From an optimization exercise on the open Yosys and OpenROAD flow, aimed at small area; shortcuts taken in it are not production practice. The RTL was checked by simulation tests, not by an equivalence proof against the original design. Power figures rest on the tool's default switching activity, not on a simulated workload.

// reg_file_mp
module reg_file_mp #(
    parameter int DATA_WIDTH = 32,
    parameter int ADDR_WIDTH = 5,
    parameter int NUM_READ   = 2,
    parameter bit ZERO_REG   = 1'b1
) (
    input  logic                           clk,
    input  logic                           reset,
    input  logic                           writeEnable,
    input  logic [ADDR_WIDTH-1:0]          writeAddress,
    input  logic [DATA_WIDTH-1:0]          writeData,
    input  logic [DATA_WIDTH/8-1:0]        writeByteEnable,
    input  logic                           issueValid,
    input  logic [ADDR_WIDTH-1:0]          issueAddress,
    input  logic [NUM_READ*ADDR_WIDTH-1:0] readAddress,
    output logic [NUM_READ*DATA_WIDTH-1:0] readData,
    output logic [NUM_READ-1:0]            readBusy,
    output logic [2**ADDR_WIDTH-1:0]       busyVector
);
==> module reg_file_mp, before the edit <==
module reg_file_mp #(
    parameter int DATA_WIDTH = 32,
    parameter int ADDR_WIDTH = 5,
    parameter int NUM_READ   = 2,
    parameter bit ZERO_REG   = 1'b1
) (
    input  logic                           clk,
    input  logic                           reset,
    input  logic                           writeEnable,
    input  logic [ADDR_WIDTH-1:0]          writeAddress,
    input  logic [DATA_WIDTH-1:0]          writeData,
    input  logic [DATA_WIDTH/8-1:0]        writeByteEnable,
    input  logic                           issueValid,
    input  logic [ADDR_WIDTH-1:0]          issueAddress,
    input  logic [NUM_READ*ADDR_WIDTH-1:0] readAddress,
    output logic [NUM_READ*DATA_WIDTH-1:0] readData,
    output logic [NUM_READ-1:0]            readBusy,
    output logic [2**ADDR_WIDTH-1:0]       busyVector
);
    localparam int DEPTH  = 2**ADDR_WIDTH;
    localparam int NBYTES = DATA_WIDTH/8;
    localparam int FIRST  = ZERO_REG ? 1 : 0;
    wire  [DATA_WIDTH-1:0]          mem_q [DEPTH];
    wire  [DEPTH-1:0]               busy_q;
    logic [NUM_READ*ADDR_WIDTH-1:0] rd_addr_q;
    if (ZERO_REG) begin : g_zero
        assign mem_q[0]  = {DATA_WIDTH{1'b0}};
        assign busy_q[0] = 1'b0;
    end
    logic [DATA_WIDTH-1:0] wr_data_s;
    assign wr_data_s = writeData & {DATA_WIDTH{~reset}};
    logic [NBYTES-1:0] byte_off_n;
    assign byte_off_n = ~(writeByteEnable | {NBYTES{reset}});
    for (genvar i = FIRST; i < DEPTH; i++) begin : g_reg
        logic                  wr_hit_s;
        logic                  row_off_n;
        logic [NBYTES-1:0]     byte_load_s;
        logic [DATA_WIDTH-1:0] word_q;
        logic                  busy_r;
        assign wr_hit_s  = writeEnable && (writeAddress == ADDR_WIDTH'(i));
        assign row_off_n = ~(wr_hit_s || reset);
        for (genvar b = 0; b < NBYTES; b++) begin : g_byte
            rf_nor2 u_load (.a(row_off_n), .b(byte_off_n[b]), .y(byte_load_s[b]));
            always_ff @(posedge clk) begin
                if (byte_load_s[b]) begin
                    word_q[8*b +: 8] <= wr_data_s[8*b +: 8];
                end
            end
        end
        always_ff @(posedge clk) begin
            if (reset) begin
                busy_r <= 1'b0;
            end else if (issueValid && (issueAddress == ADDR_WIDTH'(i))) begin
                busy_r <= 1'b1;
            end else if (wr_hit_s) begin
                busy_r <= 1'b0;
            end
        end
        assign mem_q[i]  = word_q;
        assign busy_q[i] = busy_r;
    end
    always_ff @(posedge clk) begin
        rd_addr_q <= readAddress;
    end
    localparam int NTERM  = DEPTH - FIRST;
    localparam int NGROUP = (NTERM + 2) / 3;
    for (genvar p = 0; p < NUM_READ; p++) begin : g_port
        logic [DEPTH-1:0] sel_s;
        always_comb begin
            for (int i = 0; i < DEPTH; i++) begin
                sel_s[i] = (rd_addr_q[p*ADDR_WIDTH +: ADDR_WIDTH] == ADDR_WIDTH'(i));
            end
        end
        for (genvar c = 0; c <= DATA_WIDTH; c++) begin : g_col
            logic [NGROUP-1:0] grp_n;
            for (genvar g = 0; g < NGROUP; g++) begin : g_grp
                localparam int R0 = FIRST + 3*g;
                logic [2:0] s_v, d_v;
                for (genvar k = 0; k < 3; k++) begin : g_k
                    if (R0 + k < DEPTH) begin : g_on
                        assign s_v[k] = sel_s[R0+k];
                        assign d_v[k] = (c == DATA_WIDTH) ? busy_q[R0+k] : mem_q[R0+k][c];
                    end else begin : g_off
                        assign s_v[k] = 1'b0;
                        assign d_v[k] = 1'b0;
                    end
                end
                if (R0 + 2 < DEPTH) begin : g_full
                    rf_aoi222 u_aoi (.a(s_v), .b(d_v), .y(grp_n[g]));
                end else begin : g_part
                    assign grp_n[g] = ~|(s_v & d_v);
                end
            end
            logic bit_s;
            assign bit_s = ~&grp_n;
            if (c == DATA_WIDTH) begin : g_busy
                assign readBusy[p] = bit_s;
            end else begin : g_data
                assign readData[p*DATA_WIDTH + c] = bit_s;
            end
        end
    end
    assign busyVector = busy_q;
endmodule
make LEC_CHECK=0 CAP_MARGIN=20 CORE_MARGIN=2 CORE_UTILIZATION=40 SLEW_MARGIN=20 SYNTH_HIERARCHICAL=1 finish   # period 5.0 ns
run.sh (not shown) runs the stock make flow with config.mk's settings and CLKGATE_MAP_FILE= SYNTH_SCRIPT=/design/flow/synth_recipe.tcl, a recipe that flattens the netlist after the stock synthesis.
The starting point produced a layout that fails on setup timing.
Change:
--- a/flow/design.v
+++ b/flow/design.v
@@ -22,7 +22,6 @@
     localparam int FIRST  = ZERO_REG ? 1 : 0;
     wire  [DATA_WIDTH-1:0]          mem_q [DEPTH];
     wire  [DEPTH-1:0]               busy_q;
-    logic [NUM_READ*ADDR_WIDTH-1:0] rd_addr_q;
     if (ZERO_REG) begin : g_zero
         assign mem_q[0]  = {DATA_WIDTH{1'b0}};
         assign busy_q[0] = 1'b0;
@@ -59,16 +58,28 @@
         assign mem_q[i]  = word_q;
         assign busy_q[i] = busy_r;
     end
-    always_ff @(posedge clk) begin
-        rd_addr_q <= readAddress;
-    end
     localparam int NTERM  = DEPTH - FIRST;
     localparam int NGROUP = (NTERM + 2) / 3;
+    localparam int LO_BITS = ADDR_WIDTH / 2;
+    localparam int LO_N    = 2**LO_BITS;
+    localparam int HI_N    = 2**(ADDR_WIDTH - LO_BITS);
     for (genvar p = 0; p < NUM_READ; p++) begin : g_port
-        logic [DEPTH-1:0] sel_s;
+        logic [ADDR_WIDTH-1:0] ra_s;
+        logic [LO_N-1:0]       pre_lo_q;
+        logic [HI_N-1:0]       pre_hi_q;
+        logic [DEPTH-1:0]      sel_s;
+        assign ra_s = readAddress[p*ADDR_WIDTH +: ADDR_WIDTH];
+        always_ff @(posedge clk) begin
+            for (int j = 0; j < LO_N; j++) begin
+                pre_lo_q[j] <= (ra_s[LO_BITS-1:0] == LO_BITS'(j));
+            end
+            for (int j = 0; j < HI_N; j++) begin
+                pre_hi_q[j] <= (ra_s[ADDR_WIDTH-1:LO_BITS] == (ADDR_WIDTH-LO_BITS)'(j));
+            end
+        end
         always_comb begin
             for (int i = 0; i < DEPTH; i++) begin
-                sel_s[i] = (rd_addr_q[p*ADDR_WIDTH +: ADDR_WIDTH] == ADDR_WIDTH'(i));
+                sel_s[i] = pre_hi_q[i / LO_N] & pre_lo_q[i % LO_N];
             end
         end
         for (genvar c = 0; c <= DATA_WIDTH; c++) begin : g_col
@@ -79,7 +90,11 @@
                 for (genvar k = 0; k < 3; k++) begin : g_k
                     if (R0 + k < DEPTH) begin : g_on
                         assign s_v[k] = sel_s[R0+k];
-                        assign d_v[k] = (c == DATA_WIDTH) ? busy_q[R0+k] : mem_q[R0+k][c];
+                        if (c == DATA_WIDTH) begin : g_b
+                            assign d_v[k] = busy_q[R0+k];
+                        end else begin : g_d
+                            assign d_v[k] = mem_q[R0+k][c];
+                        end
                     end else begin : g_off
                         assign s_v[k] = 1'b0;
                         assign d_v[k] = 1'b0;
=> The changed run completed without violations. Clock skew does not change. Cell area barely changes. Total power climbs by a few percent. Sequential share of layout area climbs by 0.63 points. Worst setup slack improved by 300 ps. Synthesized area climbs slightly. Routed wire length drops slightly. Register-to-register slack improved by 110 ps. Combinational power stays flat. Via count climbs slightly. Cell count stays flat. Global-route usage drops by 0.21 points. Non-clock buffer count drops by 22. Clock power climbs by a few percent.

-- what the ideal ports hide --
In the flow no input, the clock included, has a driving cell. The finished layouts below were timed again as built, in two steps.
Step 1 (the two cells are an assumption about what drives the block):
set clk [get_ports {clk}]
set_driving_cell -lib_cell sky130_fd_sc_hd__clkbuf_16 $clk
set_driving_cell -lib_cell sky130_fd_sc_hd__buf_2 [delete_from_list [all_inputs] $clk]
Step 2, shift: input delay + t, output delay - t, t = (earliest + latest rising clock arrival at the registers) / 2. This alone moves slack from input paths to output paths.
Three values: ideal ports, drivers, drivers and shift; two values: the first two.
run | t (ns) | slack for setup (ns) | cell pins on the clock port's net
the first run | 0.748 | -0.162 / -0.233 / 0.515 | 1
the second run | 0.746 | 0.136 / 0.065 / 0.811 | 1
